Context: an optimization exercise on an open-source flow, tuned for small area. The choices shown serve that exercise and are no tape-out recipe.
Only simulation tests tie the RTL to the original design; equivalence was not proved.
Power is estimated from default activity; no workload was simulated.

## build 21
Design reg_trace_rules, start of the top module:
module reg_trace_rules #(
  parameter int         pMATCH_RULES  = 8,
  parameter int         pBUFFER_SIZE  = 64,
  parameter int         pBYTECNT_SIZE = 7,
  parameter int         pCOUNT_WIDTH  = 16,
  parameter logic [1:0] pSELECT       = 2'b01
) (
  input  logic                                 usb_clk,
  input  logic                                 reset_i,
  input  logic [7:0]                           reg_address,
  input  logic [pBYTECNT_SIZE-1:0]             reg_bytecnt,
  input  logic [7:0]                           write_data,
  input  logic                                 reg_read,
  input  logic                                 reg_write,
  input  logic                                 reg_addrvalid,
  output logic [7:0]                           read_data,
  output logic                                 selected,
  input  logic                                 I_commit_ok,
  input  logic [pMATCH_RULES-1:0]              I_match_hit,
  output logic [pMATCH_RULES*pBUFFER_SIZE-1:0] O_trace_pattern,
  output logic [pMATCH_RULES*pBUFFER_SIZE-1:0] O_trace_mask,
  output logic [pMATCH_RULES-1:0]              O_pattern_enable,
  output logic [pMATCH_RULES-1:0]              O_pattern_trig_enable,
  output logic                                 O_match_hold,
  output logic                                 O_update
);
For scale: roughly 6300 cells after synthesis, ~2200 flip-flops, roughly 1100 I/O pins, roughly 0.078 sq mm of cells after synthesis.
Settings: LEC_CHECK=0, CAP_MARGIN=20, CORE_MARGIN=2, CORE_UTILIZATION=65, SLEW_MARGIN=20, SYNTH_HIERARCHICAL=1; clock period 10.0 ns.
standard.sh (not shown) runs the stock make flow with config.mk's settings and CLKGATE_MAP_FILE= SYNTH_SCRIPT=/design/flow/synth_recipe.tcl, a recipe that flattens the netlist after the stock synthesis.
==> flow/flow/run.sh <==
#!/bin/bash
# Layout flow: the standard layout (standard.sh, unchanged synthesis, floorplan, power grid
# and tap cells), with two settings changed through ORFS's own variables:
#  - the port buffers that global placement inserts on every input and output use buf_1
#    (the outputs drive a fixed 0.01 pF load);
#  - clock tree synthesis uses clkbuf_4/clkbuf_8 (clkbuf_4 above the leaves) with larger sink clusters and no dummy loads.
# Every tool's output goes to ORFS's per-step logs under orfs/logs and to standard.log here.
set -euo pipefail
cd "$(dirname "$0")/.."
export BUFFER_PORTS_ARGS="-buffer_cell sky130_fd_sc_hd__buf_1"
export CTS_ARGS="-sink_clustering_enable -repair_clock_nets -dont_use_dummy_load -buf_list {sky130_fd_sc_hd__clkbuf_4 sky130_fd_sc_hd__clkbuf_8} -tree_buf sky130_fd_sc_hd__clkbuf_4 -sink_clustering_size 18 -sink_clustering_max_diameter 50"
bash standard.sh finish > standard.log 2>&1
Input-level comparison between build 55 and build 21:
# build 21
export LEC_CHECK = 0
export CAP_MARGIN = 20
export CORE_MARGIN = 2
export CORE_UTILIZATION = 65
export SLEW_MARGIN = 20
export SYNTH_HIERARCHICAL = 1
create_clock -name core_clock -period 10.0 [get_ports {usb_clk}]
# build 55
export LEC_CHECK = 0
export CAP_MARGIN = 20
export CORE_MARGIN = 2
export CORE_UTILIZATION = 76
export SLEW_MARGIN = 20
export SYNTH_HIERARCHICAL = 1
create_clock -name core_clock -period 10.0 [get_ports {usb_clk}]
==> comparison <==
Diff build 21 -> build 55: proportion of cell area occupied by registers increased by 0.34 points relative to the old numbers; via count rose by 2386; worst hold slack now sits lower; total power lower. On multi-input logic area, build 55 and build 21 are neck and neck. Build 55 vs build 21: data arrival time of the worst path down in build 55. Compared with build 21, build 55 shows a lower total wirelength of the detailed-routed design. On build 55: worst supply voltage drop on vdd is 7.0% higher than what build 21 gave. The lower final cycle utilization of the critical path of build 55 and build 21 is in build 55. Taking build 21 as the reference, in build 55 post-route cell area -0.62%, post-route minimum period lower.
Setup changes, build 55 to build 75
# build 55
export LEC_CHECK = 0
export CAP_MARGIN = 20
export CORE_MARGIN = 2
export CORE_UTILIZATION = 76
export SLEW_MARGIN = 20
export SYNTH_HIERARCHICAL = 1
create_clock -name core_clock -period 10.0 [get_ports {usb_clk}]
# build 75
export LEC_CHECK = 0
export CAP_MARGIN = 20
export CORE_MARGIN = 2
export CORE_UTILIZATION = 72
export SLEW_MARGIN = 20
export SYNTH_HIERARCHICAL = 1
create_clock -name core_clock -period 10.0 [get_ports {usb_clk}]
--- outcome ---
Looking at clock power share, build 75 sits 0.3 points higher than build 55 does. On number of nets in the finished design, build 55 tracks build 75 almost exactly. Build 55 and build 75 ended up with nearly the same number of sequential storage elements. [build 75 vs build 55] first-iteration DRC count: lower in build 75. Build 75 -> build 55: final count of hold timing violations flat. On internal reg-to-reg setup slack, build 55 loses to build 75. Summary of the comparison: power is higher in build 75, relative to build 55. Lower core utilization goes to build 75 over build 55. Setup slack after layout (lower): build 75.
What build 82 does differently from build 75 at the input level:
# build 75
export LEC_CHECK = 0
export CAP_MARGIN = 20
export CORE_MARGIN = 2
export CORE_UTILIZATION = 72
export SLEW_MARGIN = 20
export SYNTH_HIERARCHICAL = 1
create_clock -name core_clock -period 10.0 [get_ports {usb_clk}]
# build 82
export LEC_CHECK = 0
export CAP_MARGIN = 20
export CORE_MARGIN = 2
export CORE_UTILIZATION = 65
export SLEW_MARGIN = 20
export SYNTH_HIERARCHICAL = 1
create_clock -name core_clock -period 10.0 [get_ports {usb_clk}]
==> flow/flow/run.sh <==
#!/bin/bash
# Layout flow: the standard layout (standard.sh, unchanged synthesis, floorplan, power grid
# and tap cells), with two settings changed through ORFS's own variables:
#  - the port buffers that global placement inserts on every input and output use buf_1
#    (the outputs drive a fixed 0.01 pF load);
#  - clock tree synthesis uses clkbuf_4/clkbuf_8 with larger sink clusters and no dummy loads.
# Every tool's output goes to ORFS's per-step logs under orfs/logs and to standard.log here.
set -euo pipefail
cd "$(dirname "$0")/.."
export BUFFER_PORTS_ARGS="-buffer_cell sky130_fd_sc_hd__buf_1"
export CTS_ARGS="-sink_clustering_enable -repair_clock_nets -dont_use_dummy_load -buf_list {sky130_fd_sc_hd__clkbuf_4 sky130_fd_sc_hd__clkbuf_8} -sink_clustering_size 18 -sink_clustering_max_diameter 50"
bash standard.sh finish > standard.log 2>&1
==> comparison <==
Build 82 vs. build 75: half-perimeter wire length of the detailed placement result saw an increase, compound-gate portion of the synthesized area flat.
Build 82: wire length of the first global-routing pass about 0.34% below build 75
Comparing build 82 and build 75, the higher maximum clock frequency is on build 75.
Looking at start point of the critical path, the reg_bytecnt[5] result is from build 75; the reg_bytecnt[1] one comes from build 82.
Build 82 has total power divided by cell area above what build 75 had.

-- re-timing with driven ports --
Ports are ideal in the flow. The routed layouts listed here were re-timed in OpenROAD. Step 1 sets driving cells, clkbuf_16 on the clock port and buf_2 on the other inputs (assumed; they add their load-dependent delay and slew). Step 2 also shifts input and output timing later by t, the mid clock arrival at the registers, as if the neighbouring blocks saw the same clock. a / b / c = ideal ports / drivers / drivers and shift; a / b = the first two.
run | t, ns | slack for setup (ns) | hold slack, ns | slew at the worst register clock pin (ns) | cell pins on the clock port's net
build 21 | 1.034 | 3.020 / 3.071 / 2.037 | 0.463 / 0.463 / 0.463 | 0.12 / 0.12 | 1
build 55 | 1.042 | 4.106 / 4.175 / 3.133 | 0.457 / 0.457 / 0.457 | 0.11 / 0.11 | 1
build 75 | 1.046 | 3.565 / 3.632 / 2.586 | 0.475 / 0.475 / 0.475 | 0.11 / 0.11 | 1
build 82 | 0.974 | 3.056 / 3.109 / 2.135 | 0.470 / 0.470 / 0.470 | 0.11 / 0.11 | 1
After both steps setup and hold are still met in every run listed. For build 21, which loses most, drivers alone change the setup slack by +0.051 ns; drivers and shift together by -0.983 ns.
